This is an optimization exercise on Yosys and OpenROAD, whose aim is small area, not a production implementation. The RTL was checked by simulation tests, not by an equivalence proof against the original design. No activity file was given, so power comes from the tool's default toggle rates. The flow treats the clock pin as an ideal source, which a real chip does not have.

== run A ==
// ahbl_sram_responder
module ahbl_sram_responder
#(
  parameter int W_ADDR    = 32,
  parameter int W_DATA    = 32,
  parameter int DEPTH     = 64,
  parameter int NSEQ_WAIT = 1,
  parameter int SEQ_WAIT  = 0
) (
  input  logic              clk,
  input  logic              rst,
  output logic              ahbls_hready_resp,
  input  logic              ahbls_hready,
  output logic              ahbls_hresp,
  input  logic [W_ADDR-1:0] ahbls_haddr,
  input  logic              ahbls_hwrite,
  input  logic [1:0]        ahbls_htrans,
  input  logic [2:0]        ahbls_hsize,
  input  logic [2:0]        ahbls_hburst,
  input  logic [3:0]        ahbls_hprot,
  input  logic              ahbls_hmastlock,
  input  logic [W_DATA-1:0] ahbls_hwdata,
  output logic [W_DATA-1:0] ahbls_hrdata
);
  localparam int BYTES = W_DATA / 8;
  localparam int OFF_W = $clog2(BYTES);
  localparam int IDX_W = $clog2(DEPTH);
  localparam logic [W_ADDR-1:0] MEM_BYTES = W_ADDR'(DEPTH * BYTES);
  logic                    r_wait;    
  logic                    r_err;     
  logic [IDX_W-1:0]        r_idx;     
  logic [BYTES-1:0]        r_wstrb;   
  logic [DEPTH*W_DATA-1:0] r_mem;     
  logic                    w_xfer, w_cap, w_in_range;
  logic [BYTES-1:0]        w_strb, w_we;
  logic [DEPTH-1:0]        w_sel;
  logic [W_DATA-1:0]       w_wd;
  logic [DEPTH*BYTES-1:0]  w_keep;
  assign ahbls_hready_resp = !r_wait;
  assign ahbls_hresp       = r_err;
  ...
Settings: LEC_CHECK=0, CAP_MARGIN=20, CORE_MARGIN=2, CORE_UTILIZATION=70, CTS_CLUSTER_DIAMETER=60, CTS_CLUSTER_SIZE=30, SLEW_MARGIN=20, SYNTH_HIERARCHICAL=1; clock period 6.0 ns.
run.sh (not shown) runs the stock make flow with config.mk's settings and CLKGATE_MAP_FILE= SYNTH_SCRIPT=/design/flow/synth_recipe.tcl, a recipe that flattens the netlist after the stock synthesis.
Edits applied to the flow inputs when going from run A to run B:
- CTS_CLUSTER_DIAMETER removed (was 60)
- CTS_CLUSTER_SIZE removed (was 30)
==> flow/flow/run.sh (new file) <==
#!/bin/bash
# Layout flow: the standard ORFS flow (standard.sh), unchanged synthesis,
# with two changes: clock tree synthesis builds larger sink clusters without
# dummy loads, and the port buffers use the smallest buffer cell.
set -euo pipefail
export CTS_ARGS="-sink_clustering_enable -repair_clock_nets -dont_use_dummy_load -sink_clustering_size 35 -sink_clustering_max_diameter 70"
export BUFFER_PORTS_ARGS="-buffer_cell sky130_fd_sc_hd__buf_1"
bash standard.sh > standard_flow.log 2>&1
==> flow/standard.sh (new file) <==
#!/bin/bash
# synth_recipe.tcl (not shown) runs the flow's synth.tcl, then flattens the netlist and writes it again
# the make line also repeats each setting of config.mk as NAME=value (left out here)
make -C /OpenROAD-flow-scripts/flow DESIGN_CONFIG=/design/flow/config.mk WORK_HOME=/design/flow/orfs CLKGATE_MAP_FILE= SYNTH_SCRIPT=/design/flow/synth_recipe.tcl "${@:-finish}"
removed: flow/run.sh
### Flow results
Run B consumes less power than run A does. Looking at fraction of final layout cells with drive strength greater than 1, run B sits 2.9 points lower than run A does. Going from run A to run B, actual slew at the worst max-slew pin -0.032 ns, met1 track utilization from global routing -0.74 points. First-pass GRT wire length, run B and run A, lower one = run B. Worst-skew pair later-pin latency delta (run B -> run A): insignificant.
### run B -> run C
- a change of CORE_UTILIZATION from 70 to 80
-- flow/flow/run.sh --
<<< run B, line 6
export CTS_ARGS="-sink_clustering_enable -repair_clock_nets -dont_use_dummy_load -sink_clustering_size 35 -sink_clustering_max_diameter 70"
>>> run C, line 6
export CTS_ARGS="-sink_clustering_enable -repair_clock_nets -dont_use_dummy_load -sink_clustering_size 30 -sink_clustering_max_diameter 100"
In summary, run C completed successfully, with a layout that passed the timing, DRC and antenna checks. Final critical-path required period, run B and run C: higher on run C. There was hardly any difference in CTS clock-pin slew for the worst setup and hold paths between run B and run C. Between run C and run B, it is run C whose total detailed-routing wirelength is higher, by about 5%. Compared with run B, run C shows a proportion of layout cells with a drive suffix above 1 that is 0.18 points lower.

* * *

Another version of the RTL of ahbl_sram_responder (not shown whole).
Size: about 5600 cells after synthesis, roughly 2100 flip-flops, ~70000 sq um of cells after synthesis.
// ahbl_sram_responder
module ahbl_sram_responder
#(
  parameter int W_ADDR    = 32,
  parameter int W_DATA    = 32,
  parameter int DEPTH     = 64,
  parameter int NSEQ_WAIT = 1,
  parameter int SEQ_WAIT  = 0
) (
  input  logic              clk,
  input  logic              rst,
  output logic              ahbls_hready_resp,
  input  logic              ahbls_hready,
  output logic              ahbls_hresp,
  input  logic [W_ADDR-1:0] ahbls_haddr,
  input  logic              ahbls_hwrite,
  input  logic [1:0]        ahbls_htrans,
  input  logic [2:0]        ahbls_hsize,
  input  logic [2:0]        ahbls_hburst,
  input  logic [3:0]        ahbls_hprot,
  input  logic              ahbls_hmastlock,
  input  logic [W_DATA-1:0] ahbls_hwdata,
  output logic [W_DATA-1:0] ahbls_hrdata
);
==> flow/config.mk <==
export PLATFORM = sky130hd
export DESIGN_NAME = ahbl_sram_responder
export DESIGN_NICKNAME = ahbl_sram_responder
export VERILOG_FILES = /design/flow/design.v
export SDC_FILE = /design/flow/constraint.sdc
export NUM_CORES = 4
export LEC_CHECK = 0
export CAP_MARGIN = 20
export CORE_MARGIN = 2
export CORE_UTILIZATION = 80
export CTS_CLUSTER_DIAMETER = 100
export CTS_CLUSTER_SIZE = 28
export SLEW_MARGIN = 20
export SYNTH_HIERARCHICAL = 1
==> flow/constraint.sdc <==
create_clock -name core_clock -period 6.0 [get_ports {clk}]
set_input_delay 1.2000 -clock core_clock [delete_from_list [all_inputs] [get_ports {clk}]]
set_output_delay 1.2000 -clock core_clock [all_outputs]
set_load 0.01 [all_outputs]
Stock flow here: none of the scripts above is used.
Next try:
==> flow/flow/run.sh (new file) <==
#!/bin/bash
# Layout flow: the standard ORFS flow (standard.sh), unchanged synthesis,
# with two changes: clock tree synthesis builds larger sink clusters without
# dummy loads, and the port buffers use the smallest buffer cell.
set -euo pipefail
export CTS_ARGS="-sink_clustering_enable -repair_clock_nets -dont_use_dummy_load -sink_clustering_size 30 -sink_clustering_max_diameter 100"
export BUFFER_PORTS_ARGS="-buffer_cell sky130_fd_sc_hd__buf_1"
bash standard.sh > standard_flow.log 2>&1
==> flow/standard.sh (new file) <==
#!/bin/bash
# synth_recipe.tcl (not shown) runs the flow's synth.tcl, then flattens the netlist and writes it again
# the make line also repeats each setting of config.mk as NAME=value (left out here)
make -C /OpenROAD-flow-scripts/flow DESIGN_CONFIG=/design/flow/config.mk WORK_HOME=/design/flow/orfs CLKGATE_MAP_FILE= SYNTH_SCRIPT=/design/flow/synth_recipe.tcl "${@:-finish}"
--- a/flow/config.mk
+++ b/flow/config.mk
@@ -11,2 +10,0 @@
-export CTS_CLUSTER_DIAMETER = 100
-export CTS_CLUSTER_SIZE = 28
removed: flow/run.sh
After rerunning:
- final cell count came out lower by 0.61%
- wire length decreases by 1.9%
- register-to-register slack improved by 0.06 ns
- design area goes down by 1.4%
- worst setup slack is better by 0.35 ns
- die area is unchanged
- clock-buffer cell count shrinks by 8

* * *

Another version of the RTL of ahbl_sram_responder (not shown whole).
Size: roughly 5800 cells after synthesis, ~2100 flip-flops, ~120 I/O pins, ~72000 µm² of cells after synthesis.
Settings: LEC_CHECK=0, CAP_MARGIN=20, CORE_MARGIN=2, CORE_UTILIZATION=80, CTS_CLUSTER_DIAMETER=100, CTS_CLUSTER_SIZE=26, SLEW_MARGIN=20, SYNTH_HIERARCHICAL=1; clock period 6.0 ns.
Stock flow here: none of the scripts above is used.
The baseline passed the timing, DRC and antenna checks.
Rerun with:
==> flow/flow/run.sh (new file) <==
#!/bin/bash
# Layout flow: the standard ORFS flow (standard.sh), unchanged synthesis,
# with two changes: clock tree synthesis builds larger sink clusters without
# dummy loads, and the port buffers use the smallest buffer cell.
set -euo pipefail
export CTS_ARGS="-sink_clustering_enable -repair_clock_nets -dont_use_dummy_load -sink_clustering_size 26 -sink_clustering_max_diameter 100"
export BUFFER_PORTS_ARGS="-buffer_cell sky130_fd_sc_hd__buf_1"
bash standard.sh > standard_flow.log 2>&1
==> flow/standard.sh (new file) <==
#!/bin/bash
# synth_recipe.tcl (not shown) runs the flow's synth.tcl, then flattens the netlist and writes it again
# the make line also repeats each setting of config.mk as NAME=value (left out here)
make -C /OpenROAD-flow-scripts/flow DESIGN_CONFIG=/design/flow/config.mk WORK_HOME=/design/flow/orfs CLKGATE_MAP_FILE= SYNTH_SCRIPT=/design/flow/synth_recipe.tcl "${@:-finish}"
CTS_CLUSTER_DIAMETER = default   (was 100)
CTS_CLUSTER_SIZE = default   (was 26)
removed: flow/run.sh
Outcome: The changed run finished clean; final cell count hardly moves; total power fell by 0.74%; final area came out lower by 1.1%; routed wire length is lower by 4.7%; synthesized area does not change; global-route usage went down by 2.5 points; clock power went down by about 2%; synthesized cell count is unchanged; utilization decreases by 0.99 points; hold slack hardly moves; via count drops by 1.9%.

==> afterwards: timing with drivers on the ports <==
In the flow no input, the clock included, has a driving cell. The finished layouts below were timed again as built, in two steps.
Step 1 sets driving cells, clkbuf_16 on the clock port and buf_2 on the other inputs (assumed; they add their load-dependent delay and slew).
Step 2, shift: input delay + t, output delay - t, t = (earliest + latest rising clock arrival at the registers) / 2. This alone moves slack from input paths to output paths.
a / b / c = no drivers / after step 1 / after step 2; a / b = the first two.
| run | t (ns) | setup slack, ns | hold slack, ns | clock arrival spread, ns |
|---|---|---|---|---|
| run A | 0.808 | 0.006 / -0.068 / 0.741 | 0.490 / 0.490 / 0.490 | 0.033 / 0.033 |
| run B | 0.773 | 0.296 / 0.216 / 0.989 | 0.483 / 0.483 / 0.483 | 0.072 / 0.072 |
| run C | 0.738 | 0.103 / 0.031 / 0.769 | 0.493 / 0.493 / 0.493 | 0.050 / 0.049 |
| the first run of note 2 | 0.765 | 0.220 / 0.145 / 0.910 | 0.493 / 0.493 / 0.493 | 0.031 / 0.032 |
| the second run of note 2 | 0.757 | 0.572 / 0.492 / 1.249 | 0.494 / 0.494 / 0.494 | 0.044 / 0.044 |
| the first run of note 3 | 0.802 | 0.634 / 0.558 / -0.244 | 0.486 / 0.486 / 0.486 | 0.038 / 0.038 |
| the second run of note 3 | 0.800 | 1.350 / 1.282 / 0.482 | 0.486 / 0.486 / 0.486 | 0.072 / 0.072 |
Met with ideal ports but missed after step 2: setup timing in the first run of note 3. For the first run of note 3, which loses most, drivers alone change the setup slack by -0.076 ns; drivers and shift together by -0.878 ns.
